From an optimization exercise on the open Yosys and OpenROAD flow, aimed at small area and few clock cycles; shortcuts taken in it are not production practice. Function was checked by simulation only, so behaviour that the tests miss may differ from the original. Power is estimated from default activity; no workload was simulated.

==> flow/design.v <==
`timescale 1ns / 1ps
module sorted_timed_command_queue_unit (
  input  logic         clk,
  input  logic         rst_n,
  input  logic         in_tvalid,
  output logic         in_tready,
  input  logic [119:0] in_tdata,
  input  logic [1:0]   in_tuser,
  output logic         out_tvalid,
  input  logic         out_tready,
  output logic [63:0]  out_tdata,
  output logic [1:0]   out_tuser
);
  localparam int N = 16;
  logic [31:0] in_now, in_delay, in_pay;
  logic [7:0]  in_cmd, in_sub;
  logic [3:0]  in_slot;
  assign in_now   = in_tdata[31:0];
  assign in_delay = in_tdata[63:32];
  assign in_cmd   = in_tdata[71:64];
  assign in_sub   = in_tdata[79:72];
  assign in_pay   = in_tdata[111:80];
  assign in_slot  = in_tdata[115:112];
  logic is_add, is_rem, is_poll;
  assign is_add  = (in_tuser == 2'd0);
  assign is_rem  = (in_tuser == 2'd1);
  assign is_poll = (in_tuser == 2'd2);
  logic [31:0]  due_q  [N];
  logic [7:0]   cmd_q  [N];
  logic [7:0]   sub_q  [N];
  logic [31:0]  pay_q  [N];
  logic [N-1:0] valid_q;
  logic [3:0]   perm_q [N];
  logic [4:0]   count_q;
  logic         out_tvalid_q;
  logic [1:0]   status_q;
  logic [3:0]   slot_q;
  logic [N-1:0] pop_q;
  logic in_fire;
  assign in_tready = !out_tvalid_q || out_tready;
  assign in_fire   = in_tvalid && in_tready;
  logic [32:0] sum;
  logic        sat;
  assign sum = {1'b0, in_now} + {1'b0, in_delay | {32{is_poll}}};
  assign sat = sum[32] && !is_poll;
  function automatic logic gt32(input logic [31:0] a, input logic [31:0] b);
    logic c;
    c = 1'b0;
    for (int i = 0; i < 32; i++) c = (a[i] & ~b[i]) | (a[i] & c) | (~b[i] & c);
    gt32 = c;
  endfunction
  logic [N-1:0] le;
  always_comb begin
    for (int j = 0; j < N; j++) le[j] = sat || !gt32(due_q[j], sum[31:0]);
  end
  logic [N-1:0] held, thr;
  logic [3:0]   pos;
  always_comb begin
    for (int r = 0; r < N; r++) begin
      held[r] = (5'(r) < count_q);
      thr[r]  = held[r] && le[perm_q[r]];
    end
    pos[3] = thr[7];
    pos[2] = (thr[3] && !thr[7]) || thr[11];
    pos[1] = (thr[1] && !thr[3]) || (thr[5] && !thr[7]) || (thr[9] && !thr[11]) || thr[13];
    pos[0] = 1'b0;
    for (int r = 0; r < N; r += 2) begin
      pos[0] = pos[0] || (thr[r] && ((r == N - 2) || !thr[r + 1]));
    end
  end
  logic [N-1:0] free_oh;
  logic [3:0]   free_idx;
  always_comb begin
    logic seen;
    seen     = 1'b0;
    free_idx = '0;
    for (int j = 0; j < N; j++) begin
      free_oh[j] = !valid_q[j] && !seen;
      if (free_oh[j]) free_idx = 4'(j);
      seen       = seen || !valid_q[j];
    end
  end
  logic [3:0]   drank;
  logic [3:0]   dslot;
  logic [N-1:0] dslot_oh, head_oh;
  assign drank = is_poll ? 4'd0 : in_slot;
  assign dslot = perm_q[drank];
  always_comb begin
    for (int j = 0; j < N; j++) begin
      dslot_oh[j] = (dslot == 4'(j));
      head_oh[j]  = (perm_q[0] == 4'(j));
    end
  end
  logic full, head_due, slot_ok, add_ok, del_ok, pop;
  assign full     = (count_q == 5'd16);
  assign head_due = sum[32] && thr[0];
  assign slot_ok  = ({1'b0, in_slot} < count_q);
  assign add_ok   = in_fire && is_add && !full;
  assign pop      = is_poll && head_due;
  assign del_ok   = in_fire && ((is_rem && slot_ok) || pop);
  always_ff @(posedge clk) begin
    for (int j = 0; j < N; j++) begin
      if (add_ok && free_oh[j]) begin
        due_q[j] <= sum[31:0] | {32{sat}};
        cmd_q[j] <= in_cmd;
        sub_q[j] <= in_sub;
        pay_q[j] <= in_pay;
      end
    end
  end
  always_ff @(posedge clk) begin
    for (int r = 0; r < N; r++) begin
      if (add_ok) begin
        if (!thr[r]) begin
          if (r == 0 || thr[(r + N - 1) % N]) perm_q[r] <= free_idx;
          else                                perm_q[r] <= perm_q[(r + N - 1) % N];
        end
      end else if (del_ok) begin
        if (4'(r) >= drank)   perm_q[r] <= perm_q[(r + 1) % N];
      end
    end
  end
  always_ff @(posedge clk) begin
    if (!rst_n) begin
      valid_q      <= '0;
      count_q      <= '0;
      out_tvalid_q <= 1'b0;
    end else begin
      if (add_ok) begin
        valid_q <= valid_q | free_oh;
        count_q <= count_q + 5'd1;
      end else if (del_ok) begin
        valid_q <= valid_q & ~dslot_oh;
        count_q <= count_q - 5'd1;
      end
      out_tvalid_q <= in_fire || (out_tvalid_q && !out_tready);
    end
  end
  always_ff @(posedge clk) begin
    if (in_fire) begin
      if (is_add)       status_q <= full ? 2'd1 : 2'd0;
      else if (is_rem)  status_q <= slot_ok ? 2'd0 : 2'd2;
      else if (is_poll) status_q <= head_due ? 2'd0 : 2'd3;
      else              status_q <= 2'd3;
      slot_q <= (is_add && !full) ? pos : 4'd0;
      pop_q  <= pop ? head_oh : '0;
    end
  end
  logic [7:0]  ocmd, osub;
  logic [31:0] opay;
  always_comb begin
    ocmd = '0;
    osub = '0;
    opay = '0;
    for (int j = 0; j < N; j++) begin
      ocmd = ocmd | (cmd_q[j] & {8{pop_q[j]}});
      osub = osub | (sub_q[j] & {8{pop_q[j]}});
      opay = opay | (pay_q[j] & {32{pop_q[j]}});
    end
  end
  assign out_tvalid = out_tvalid_q;
  assign out_tuser  = status_q;
  assign out_tdata  = {7'd0, count_q, opay, osub, ocmd, slot_q};
endmodule
make LEC_CHECK=0 CAP_MARGIN=20 CORE_MARGIN=2 CORE_UTILIZATION=40 SLEW_MARGIN=20 finish   # period 8.0 ns
run.sh (not shown) runs the stock make flow with config.mk's settings and CLKGATE_MAP_FILE= SYNTH_SCRIPT=/design/flow/synth_recipe.tcl, a recipe that flattens the netlist after the stock synthesis.
The first run finished clean.
Testbench counts at the start, summed over its fixed seeds: cycles 12,008.
==> next run, changes <==
Settings changed: CAP_MARGIN 20 to 0, CTS_CLUSTER_DIAMETER from default to 80, CTS_CLUSTER_SIZE from default to 30, SLEW_MARGIN 20 to 0.
The changed run passed the timing, design-rule and antenna checks.
Wire length is lower by about 0.9%.
Cell area shrinks by about 3%.
Sequential cell count is unchanged.
==> next run, changes <==
==> flow/flow/run.sh (new file) <==
#!/bin/bash
set -e
ls -la > workdir_listing.log
cp standard.sh standard_copy.log
export BUFFER_PORTS_ARGS="-buffer_cell sky130_fd_sc_hd__buf_2"
bash standard.sh > standard.log 2>&1
==> flow/standard.sh (new file) <==
#!/bin/bash
# synth_recipe.tcl (not shown) runs the flow's synth.tcl, then flattens the netlist and writes it again
# the make line also repeats each setting of config.mk as NAME=value (left out here)
make -C /OpenROAD-flow-scripts/flow DESIGN_CONFIG=/design/flow/config.mk WORK_HOME=/design/flow/orfs CLKGATE_MAP_FILE= SYNTH_SCRIPT=/design/flow/synth_recipe.tcl "${@:-finish}"
Settings changed: CAP_MARGIN 0 to 20, SLEW_MARGIN 0 to 20.
removed: flow/run.sh
The changed run completed without violations.
Critical path depth stays the same.
Fmax is higher slightly.
Final cell count shrinks slightly.
==> next run, changes <==
==> flow/run.sh (new file) <==
#!/bin/bash
# synth_recipe.tcl (not shown) runs the flow's synth.tcl, then flattens the netlist and writes it again
# the make line also repeats each setting of config.mk as NAME=value (left out here)
make -C /OpenROAD-flow-scripts/flow DESIGN_CONFIG=/design/flow/config.mk WORK_HOME=/design/flow/orfs CLKGATE_MAP_FILE= SYNTH_SCRIPT=/design/flow/synth_recipe.tcl finish
Settings changed: GPL_TIMING_DRIVEN from default to 0.
removed: flow/flow/run.sh
removed: flow/standard.sh
=> Final area grows by 0.73%; global-route usage goes up by 2.7 points; utilization climbs by 0.34 points; combinational power went down by about 2%; fmax drops by 1.5%; worst setup slack got worse by 110 ps; synthesized cell count does not change; first-iteration DRC count came out higher by 20%; total power shrinks by 1.2%; wire length increases by 12%; hold slack is better by 10 ps.

---

sorted_timed_command_queue_unit, a different RTL version from the one above (not shown whole).
Size: ~1500 flip-flops, ~190 I/O pins, ~60000 sq um of cells after synthesis.
clock: 8.0 ns
lec_check: 0
cap_margin: 20
core_margin: 2
core_utilization: 40
cts_cluster_diameter: 80
cts_cluster_size: 30
slew_margin: 20
Stock flow here: none of the scripts above is used.
The first run went through all stages and came out clean.
Testbench counts at the start, summed over its fixed seeds: cycles 12,315.
Edit:
==> flow/flow/run.sh (new file) <==
#!/bin/bash
set -e
export BUFFER_PORTS_ARGS="-buffer_cell sky130_fd_sc_hd__buf_2"
bash standard.sh > standard.log 2>&1
==> flow/standard.sh (new file) <==
#!/bin/bash
# synth_recipe.tcl (not shown) runs the flow's synth.tcl, then flattens the netlist and writes it again
# the make line also repeats each setting of config.mk as NAME=value (left out here)
make -C /OpenROAD-flow-scripts/flow DESIGN_CONFIG=/design/flow/config.mk WORK_HOME=/design/flow/orfs CLKGATE_MAP_FILE= SYNTH_SCRIPT=/design/flow/synth_recipe.tcl "${@:-finish}"
Settings changed: CORE_UTILIZATION 40 to 60.
removed: flow/run.sh
The new run passed the timing, design-rule and antenna checks.
Core utilization climbs by 21 points.
Critical path depth drops by 3.
Sequential power barely changes.
Setup slack loses 78 ps.
Area after synthesis stays the same.
Non-clock buffer count drops by 79.
Edit:
Settings changed: CORE_UTILIZATION 60 to 40, GPL_TIMING_DRIVEN set to 0.
With this change the flow completed and failed the layout checks on setup timing.
Wire length grows by about 27%.
Setup slack degrades by 120 ps.
Power grows by about 4%.
Fmax shrinks by 1.5%.
Sequential share of layout area shrinks by 0.13 points.
Utilization shrinks by 23 points.
Die area grows by about 50%.
Cell area is about the same.
Non-clock buffer count shrinks by 136.
Edit:
Settings changed: CORE_UTILIZATION 40 to 70, GPL_TIMING_DRIVEN 0 to unset, PLACE_DENSITY set to 0.75.
Result: Now the flow finished with timing, DRC and antenna clean; clock power shrinks by 17%; area after synthesis is unchanged; die area shrinks by 42%; synthesized cell count does not change; non-clock buffer count grows by 108; utilization grows by 34 points; maximum frequency grows by 1.9%; global-route usage grows by 12 points.

## static timing again, ports no longer ideal
Ports are ideal in the flow. The routed layouts listed here were re-timed in OpenROAD.
Step 1 (the two cells are an assumption about what drives the block):
set clk [get_ports {clk}]
set_driving_cell -lib_cell sky130_fd_sc_hd__clkbuf_16 $clk
set_driving_cell -lib_cell sky130_fd_sc_hd__buf_2 [delete_from_list [all_inputs] $clk]
Step 2, shift: input delay + t, output delay - t, t = (earliest + latest rising clock arrival at the registers) / 2. This alone moves slack from input paths to output paths.
Three values: no drivers, after step 1, after step 2; two values: the first two.
run | t, ns | slack for setup (ns) | cell pins on the clock port's net
the first run of note 1 | 0.855 | 0.263 / 0.311 / -0.545 | 1
the second run of note 1 | 0.763 | 0.193 / 0.234 / -0.529 | 1
the third run of note 1 | 0.772 | 0.291 / 0.349 / -0.423 | 1
the fourth run of note 1 | 0.787 | 0.177 / 0.225 / -0.562 | 1
the first run of note 2 | 0.801 | 0.188 / 0.242 / -0.559 | 1
the second run of note 2 | 0.798 | 0.109 / 0.157 / -0.641 | 1
the third run of note 2 | 0.816 | -0.007 / 0.037 / -0.779 | 1
the fourth run of note 2 | 0.779 | 0.140 / 0.186 / -0.593 | 1
With both steps, setup timing fails in 7 of these runs, where it was met with ideal ports. For the first run of note 1, which loses most, drivers alone change the setup slack by +0.048 ns; drivers and shift together by -0.808 ns.
